Context: an optimization exercise on an open-source flow, tuned for small area, a short achievable clock period and few clock cycles per item. The choices shown serve that exercise and are no tape-out recipe.
At most, simulation tests tie the RTL to the original design; equivalence was not proved.
No activity file was given, so power comes from the tool's default toggle rates.

Design branch_detect_top, start of the top module:
module branch_detect_top (
  input  logic                 w_BranchFifoFire_1,
  input  logic                 rstn,
  input  logic                 i_pkt_valid,
  input  logic [511:0]         i_pkt_inst,
  input  logic [31:0]          i_pkt_pc,
  output logic                 o_pkt_ready,
  output logic                 o_grf_req,
  output logic [4:0]           o_grf_rs1,
  output logic [4:0]           o_grf_rs2,
  input  logic                 i_grf_valid,
  input  logic [31:0]          i_grf_l,
  input  logic [31:0]          i_grf_r,
  output logic                 o_byp_req,
  output logic [3:0]           o_byp_dep_l,
  output logic [3:0]           o_byp_dep_r,
  input  logic                 i_byp_valid,
  input  logic [31:0]          i_byp_l,
  input  logic [31:0]          i_byp_r,
  output logic                 o_issue_valid,
  output logic [511:0]         o_issue_inst,
  output logic [15:0]          o_issue_mask,
  output logic                 o_redirect_valid,
  output logic [31:0]          o_redirect_pc,
  input  logic                 i_issue_ready
);
Size: ~720 flip-flops, roughly 1300 I/O pins.
==> flow/config.mk <==
export PLATFORM = sky130hd
export DESIGN_NAME = branch_detect_top
export DESIGN_NICKNAME = branch_detect_top
export VERILOG_FILES = /design/flow/design.v
export SDC_FILE = /design/flow/constraint.sdc
export NUM_CORES = 4
export LEC_CHECK = 0
export CAP_MARGIN = 20
export CORE_AREA = 10 10 450 450
export DIE_AREA = 0 0 460 460
export PLACE_DENSITY = 0.7
export SETUP_SLACK_MARGIN = 2.2
export SLEW_MARGIN = 20
==> flow/constraint.sdc <==
create_clock -name core_clock -period 5.5 [get_ports {w_BranchFifoFire_1}]
set_input_delay 1.1000 -clock core_clock [delete_from_list [all_inputs] [get_ports {w_BranchFifoFire_1}]]
set_output_delay 1.1000 -clock core_clock [all_outputs]
set_load 0.01 [all_outputs]
standard.sh (not shown) runs the stock make flow with config.mk's settings and CLKGATE_MAP_FILE= SYNTH_SCRIPT=/design/flow/synth_recipe.tcl, a recipe that flattens the netlist after the stock synthesis.
==> flow/flow/run.sh <==
#!/bin/bash
set -euo pipefail
cd "$(dirname "${BASH_SOURCE[0]}")/.."
export BUFFER_PORTS_ARGS="-buffer_cell sky130_fd_sc_hd__buf_1"
export CTS_ARGS="-sink_clustering_enable -repair_clock_nets -dont_use_dummy_load -buf_list sky130_fd_sc_hd__clkbuf_8 -sink_clustering_size 12 -sink_clustering_max_diameter 60"
bash standard.sh > standard_flow.log 2>&1
Testbench counts at the start, summed over its fixed seeds: cycles 24,708, packets 2,400.
Change:
- PLACE_DENSITY: 0.7 -> unset
- SETUP_SLACK_MARGIN: 2.2 -> 2.0
Final area decreases by 1.1%. Critical path depth decreases by 8. Clock-buffer cell count decreases by 4. Sequential share of layout area increases by 0.49 points. Synthesized area stays the same. Routed wire length decreases by 2.6%. Global-route usage decreases by 0.72 points. Total power decreases by 1.4%. Register-to-register slack degrades by 0.14 ns. Clock power decreases by about 2%.
Change:
- SETUP_SLACK_MARGIN: 2.0 -> 2.4
Outcome: Fmax goes up by 10%; power goes up by 14%; critical path depth goes up by 8; final area goes up by 8.7%; combinational power goes up by 34%; die area is unchanged; routed wire length goes up by 5.1%; synthesized cell count is unchanged; global-route usage goes up by 1.4 points; worst setup slack gets better by 0.31 ns; worst hold slack gets better by 0.016 ns.
Change:
==> flow/flow/run.sh (replaced) <==
#!/bin/bash
set -euo pipefail
cd "$(dirname "${BASH_SOURCE[0]}")/.."
export BUFFER_PORTS_ARGS="-buffer_cell sky130_fd_sc_hd__buf_1"
export CTS_ARGS="-sink_clustering_enable -repair_clock_nets -dont_use_dummy_load -buf_list sky130_fd_sc_hd__clkbuf_8"
bash standard.sh > standard_flow.log 2>&1
- SETUP_SLACK_MARGIN: 2.4 -> 2.3
What happened:
- worst setup slack gets worse by 0.14 ns
- die area stays the same
- power falls by about 5.4%
- clock skew goes down by 0.029 ns
- cell count stays flat
- utilization fell by 1.1 points
- wire length is lower by 2.4%
- design area came out lower by 4.3%
Change:
- SETUP_SLACK_MARGIN: 2.3 -> 2.0
Effect: Wire length shrinks by 1.9%; non-clock buffer count shrinks by 70; via count shrinks by 0.71%; worst setup slack degrades by 0.24 ns; critical path depth shrinks by 6; total power shrinks by 2.6%; cell area shrinks by 2.3%.

maple:
The RTL this note starts from:
==> flow/design.v <==
package branch_detect_pkg;
  localparam int slot_num = 16;
  localparam int slot_w   = 4;
  localparam int data_w   = 32;
  localparam int dep_w    = 4;
  localparam int reg_w    = 5;
  localparam int inst_w   = 32;
  localparam logic [dep_w-1:0] dep_none = '1;
  typedef enum logic [2:0] {
    op_alu,
    op_load,
    op_store,
    op_bjp,
    op_nop
  } op_e;
  typedef enum logic [1:0] {
    cond_eq,
    cond_ne,
    cond_lt,
    cond_ge
  } cond_e;
  typedef struct packed {
    op_e               opcode;
    cond_e             cond;
    logic [dep_w-1:0]  dep_l;
    logic [dep_w-1:0]  dep_r;
    logic [reg_w-1:0]  rs1;
    logic [reg_w-1:0]  rs2;
    logic signed [8:0] offset;
  } inst_t;
  typedef logic [slot_w-1:0] slot_t;
  function automatic slot_t first_set(input logic [slot_num-1:0] mask);
    first_set = '0;
    for (int i = slot_num - 1; i >= 0; i--) begin
      if (mask[i]) begin
        first_set = slot_t'(i);
      end
    end
  endfunction
endpackage
`timescale 1ns/1ns
module branch_detect_top (
  input  logic                 w_BranchFifoFire_1,
  input  logic                 rstn,
  input  logic                 i_pkt_valid,
  input  logic [511:0]         i_pkt_inst,
  input  logic [31:0]          i_pkt_pc,
  output logic                 o_pkt_ready,
  output logic                 o_grf_req,
  output logic [4:0]           o_grf_rs1,
  output logic [4:0]           o_grf_rs2,
  input  logic                 i_grf_valid,
  input  logic [31:0]          i_grf_l,
  input  logic [31:0]          i_grf_r,
  output logic                 o_byp_req,
  output logic [3:0]           o_byp_dep_l,
  output logic [3:0]           o_byp_dep_r,
  input  logic                 i_byp_valid,
  input  logic [31:0]          i_byp_l,
  input  logic [31:0]          i_byp_r,
  output logic                 o_issue_valid,
  output logic [511:0]         o_issue_inst,
  output logic [15:0]          o_issue_mask,
  output logic                 o_redirect_valid,
  output logic [31:0]          o_redirect_pc,
  input  logic                 i_issue_ready
);
  logic [511:0] pkt_q;
  logic [31:0]  pc_q;
  logic         busy_q;      
  logic [3:0]   cur_q;       
  logic [3:0]   lo_q;        
  logic         gp_q, bp_q;  
  logic [31:0]  h_q;         
  logic         rv_q, tk_q;  
  logic         tail_q;      
  logic         ov_q;
  logic [15:0]  omask_q;
  logic         ored_q;
  logic [31:0]  otgt_q;
  logic         last_q;      
  logic         req_q;       
  logic [15:0] br_in, br_q;
  always_comb begin
    for (int i = 0; i < 16; i++) begin
      br_in[i] = (i_pkt_inst[32*i+29 +: 3] == 3'd3);
      br_q[i]  = (pkt_q[32*i+29 +: 3] == 3'd3);
    end
  end
  logic [3:0] first_in;
  logic       any_in;
  always_comb begin
    first_in = 4'd0;
    for (int i = 15; i >= 0; i--) if (br_in[i]) first_in = 4'(i);
  end
  assign any_in = |br_in;
  logic [15:0] rem;
  logic [3:0]  nxt;
  always_comb begin
    for (int i = 0; i < 16; i++) rem[i] = br_q[i] && (4'(i) > cur_q);
    nxt = 4'd0;
    for (int i = 15; i >= 0; i--) if (rem[i]) nxt = 4'(i);
  end
  logic has_nxt;
  assign has_nxt = |rem;
  logic [31:0] ci;
  assign ci = pkt_q[32*cur_q +: 32];
  logic [1:0] cond;
  logic [3:0] dl, dr;
  logic [8:0] off;
  assign cond = ci[28:27];
  assign dl   = ci[26:23];
  assign dr   = ci[22:19];
  assign off  = ci[8:0];
  logic sel_l, sel_r;
  assign sel_l = (dl == 4'hf);
  assign sel_r = (dr == 4'hf);
  logic need_g, need_b;
  assign need_g = sel_l || sel_r;
  assign need_b = !(sel_l && sel_r);
  assign o_grf_req   = req_q && need_g;
  assign o_grf_rs1   = ci[18:14];
  assign o_grf_rs2   = ci[13:9];
  assign o_byp_req   = req_q && need_b;
  assign o_byp_dep_l = dl;
  assign o_byp_dep_r = dr;
  logic gv, bv;
  assign gv = i_grf_valid;
  assign bv = i_byp_valid;
  logic [31:0] opl, opr, h_in;
  assign opl  = sel_l ? (gv ? i_grf_l : h_q) : (bv ? i_byp_l : h_q);
  assign opr  = sel_r ? (gv ? i_grf_r : h_q) : (bv ? i_byp_r : h_q);
  assign h_in = gv ? (sel_l ? i_grf_l : i_grf_r) : (sel_l ? i_byp_r : i_byp_l);
  logic eq, lt, taken_now;
  assign eq = (opl == opr);
  assign lt = ($signed(opl) < $signed(opr));
  always_comb begin
    case (cond)
      2'd0:    taken_now = eq;
      2'd1:    taken_now = !eq;
      2'd2:    taken_now = lt;
      default: taken_now = !lt;
    endcase
  end
  logic waiting, allin;
  assign waiting = gp_q || bp_q;
  assign allin   = waiting && (!gp_q || gv) && (!bp_q || bv);
  logic [29:0] tgt30;
  assign tgt30 = pc_q[31:2] + {26'd0, cur_q} + {{21{off[8]}}, off};
  logic [15:0] ge_lo, le_cur;
  always_comb begin
    for (int i = 0; i < 16; i++) begin
      ge_lo[i]  = (4'(i) >= lo_q);
      le_cur[i] = (4'(i) <= cur_q);
    end
  end
  logic accept, xfer, out_free;
  assign o_pkt_ready = !busy_q || (ov_q && last_q && i_issue_ready);
  assign accept      = i_pkt_valid && o_pkt_ready;
  assign xfer        = ov_q && i_issue_ready;
  assign out_free    = !ov_q || i_issue_ready;
  logic do_res, t;
  assign do_res = out_free && (allin || (!waiting && rv_q));
  assign t      = allin ? taken_now : tk_q;
  always_ff @(posedge w_BranchFifoFire_1 or negedge rstn) begin
    if (!rstn) begin
      busy_q <= 1'b0;
      gp_q   <= 1'b0;
      bp_q   <= 1'b0;
      rv_q   <= 1'b0;
      tail_q <= 1'b0;
      ov_q   <= 1'b0;
      req_q  <= 1'b0;
    end else begin
      req_q  <= 1'b0;
      if (req_q) begin
        gp_q <= need_g;
        bp_q <= need_b;
      end
      if (xfer) begin
        ov_q <= 1'b0;
        if (last_q) busy_q <= 1'b0;
      end
      if (accept) begin
        busy_q <= 1'b1;
        rv_q   <= 1'b0;
        tail_q <= 1'b0;
        gp_q   <= 1'b0;
        bp_q   <= 1'b0;
        req_q  <= any_in;
        ov_q   <= !any_in;
      end else if (waiting) begin
        if (gv) gp_q <= 1'b0;
        if (bv) bp_q <= 1'b0;
        if (allin && !out_free) rv_q <= 1'b1;
      end
      if (!accept && do_res) begin
        rv_q <= 1'b0;
        ov_q <= 1'b1;
        if (!t && has_nxt) begin
          req_q  <= 1'b1;
        end
        if (!t && !has_nxt && cur_q != 4'd15) tail_q <= 1'b1;
      end else if (!accept && !req_q && !waiting && !rv_q && tail_q && out_free) begin
        ov_q   <= 1'b1;
        tail_q <= 1'b0;
      end
    end
  end
  always_ff @(posedge w_BranchFifoFire_1) begin
    if (accept) begin
      pkt_q   <= i_pkt_inst;
      pc_q    <= i_pkt_pc;
      lo_q    <= 4'd0;
      cur_q   <= first_in;
      omask_q <= 16'hffff;
      ored_q  <= 1'b0;
      last_q  <= 1'b1;
    end else if (do_res) begin
      omask_q <= ge_lo & le_cur;
      ored_q  <= t;
      otgt_q  <= {tgt30, pc_q[1:0]};
      last_q  <= t || (!has_nxt && cur_q == 4'd15);
      lo_q    <= cur_q + 4'd1;
      if (!t && has_nxt) cur_q <= nxt;
    end else if (!req_q && !waiting && !rv_q && tail_q && out_free) begin
      omask_q <= ge_lo;
      ored_q  <= 1'b0;
      last_q  <= 1'b1;
    end
    if (waiting && allin && !out_free) tk_q <= taken_now;
    if (gv || bv) h_q <= h_in;
  end
  assign o_issue_valid    = ov_q;
  assign o_issue_mask     = omask_q;
  assign o_redirect_valid = ored_q;
  assign o_redirect_pc    = otgt_q;
  always_comb begin
    for (int i = 0; i < 16; i++) o_issue_inst[32*i +: 32] = omask_q[i] ? pkt_q[32*i +: 32] : 32'd0;
  end
endmodule
export LEC_CHECK = 0
export CAP_MARGIN = 20
export CORE_AREA = 10 10 260 260
export DIE_AREA = 0 0 270 270
export SLEW_MARGIN = 20
create_clock -name core_clock -period 5.5 [get_ports {w_BranchFifoFire_1}]
==> flow/flow/run.sh <==
#!/bin/bash
set -euo pipefail
cd "$(dirname "${BASH_SOURCE[0]}")/.."
export BUFFER_PORTS_ARGS="-buffer_cell sky130_fd_sc_hd__buf_1"
bash standard.sh > standard_flow.log 2>&1
maple: it failed during I/O pin placement (3_2_place_iop), and the tool reported PPL-0024.
> inputs changed (maple -> birch)
# maple
export LEC_CHECK = 0
export CAP_MARGIN = 20
export CORE_AREA = 10 10 260 260
export DIE_AREA = 0 0 270 270
export SLEW_MARGIN = 20
create_clock -name core_clock -period 5.5 [get_ports {w_BranchFifoFire_1}]
# birch
export LEC_CHECK = 0
export CAP_MARGIN = 20
export CORE_AREA = 10 10 450 450
export DIE_AREA = 0 0 460 460
export SLEW_MARGIN = 20
create_clock -name core_clock -period 5.5 [get_ports {w_BranchFifoFire_1}]
==> flow/run.sh (new file) <==
#!/bin/bash
# synth_recipe.tcl (not shown) runs the flow's synth.tcl, then flattens the netlist and writes it again
# the make line also repeats each setting of config.mk as NAME=value (left out here)
make -C /OpenROAD-flow-scripts/flow DESIGN_CONFIG=/design/flow/config.mk WORK_HOME=/design/flow/orfs CLKGATE_MAP_FILE= SYNTH_SCRIPT=/design/flow/synth_recipe.tcl finish
removed: flow/flow/run.sh
removed: flow/standard.sh
## What came out
- From maple to birch, post-synthesis share of cell area spent on and, or, nand and nor gates did not move at all.
- Diff maple -> birch | initial core utilization | decrease of 35 points
- From maple to birch, share of synthesized area spent on multiplexers did not move at all.
- Taking maple as the reference, in birch complex-gate fraction of the synthesized area flat; y dimension of the die up 190 um; post-synth net total flat; area after synthesis flat; count of flip-flops with a built-in enable after synthesis flat.
- birch: no failed stages, no open violations at the end
- maple has lower standard-cell row count than birch.
Function was not checked in any run of this note: the RTL went through the layout flow alone.

re-timing with driven ports:
The flow's constraints put no driver on any port. The routed layouts listed below were extracted and timed again, unchanged, in two steps. Step 1 sets driving cells, clkbuf_16 on the clock port and buf_2 on the other inputs (assumed; they add their load-dependent delay and slew). Step 2 also shifts input and output timing later by t, the mid clock arrival at the registers, as if the neighbouring blocks saw the same clock. Slacks: ideal ports / drivers / drivers and shift; pairs: ideal ports / drivers.
run	t (ns)	setup slack, ns	worst setup path at the end	worst register clock-pin slew, ns	worst data-port slew with drivers (ns)
the first run of note 1	0.886	2.251 / 2.219 / 1.515	input to register	0.09 / 0.09	0.27
the second run of note 1	0.910	2.085 / 1.998 / 1.215	input to register	0.09 / 0.09	0.30
the third run of note 1	0.914	2.397 / 2.348 / 1.520	input to register	0.09 / 0.09	0.25
the fourth run of note 1	0.933	2.253 / 2.253 / 1.410	input to register	0.07 / 0.07	0.25
the fifth run of note 1	0.947	2.012 / 2.031 / 1.091	input to register	0.07 / 0.07	0.28
birch	0.786	0.181 / 0.181 / 0.181	register to register	0.07 / 0.07	0.35
After both steps setup and hold are still met in every run listed. For the fifth run of note 1, which loses most, drivers alone change the setup slack by +0.019 ns; drivers and shift together by -0.921 ns.
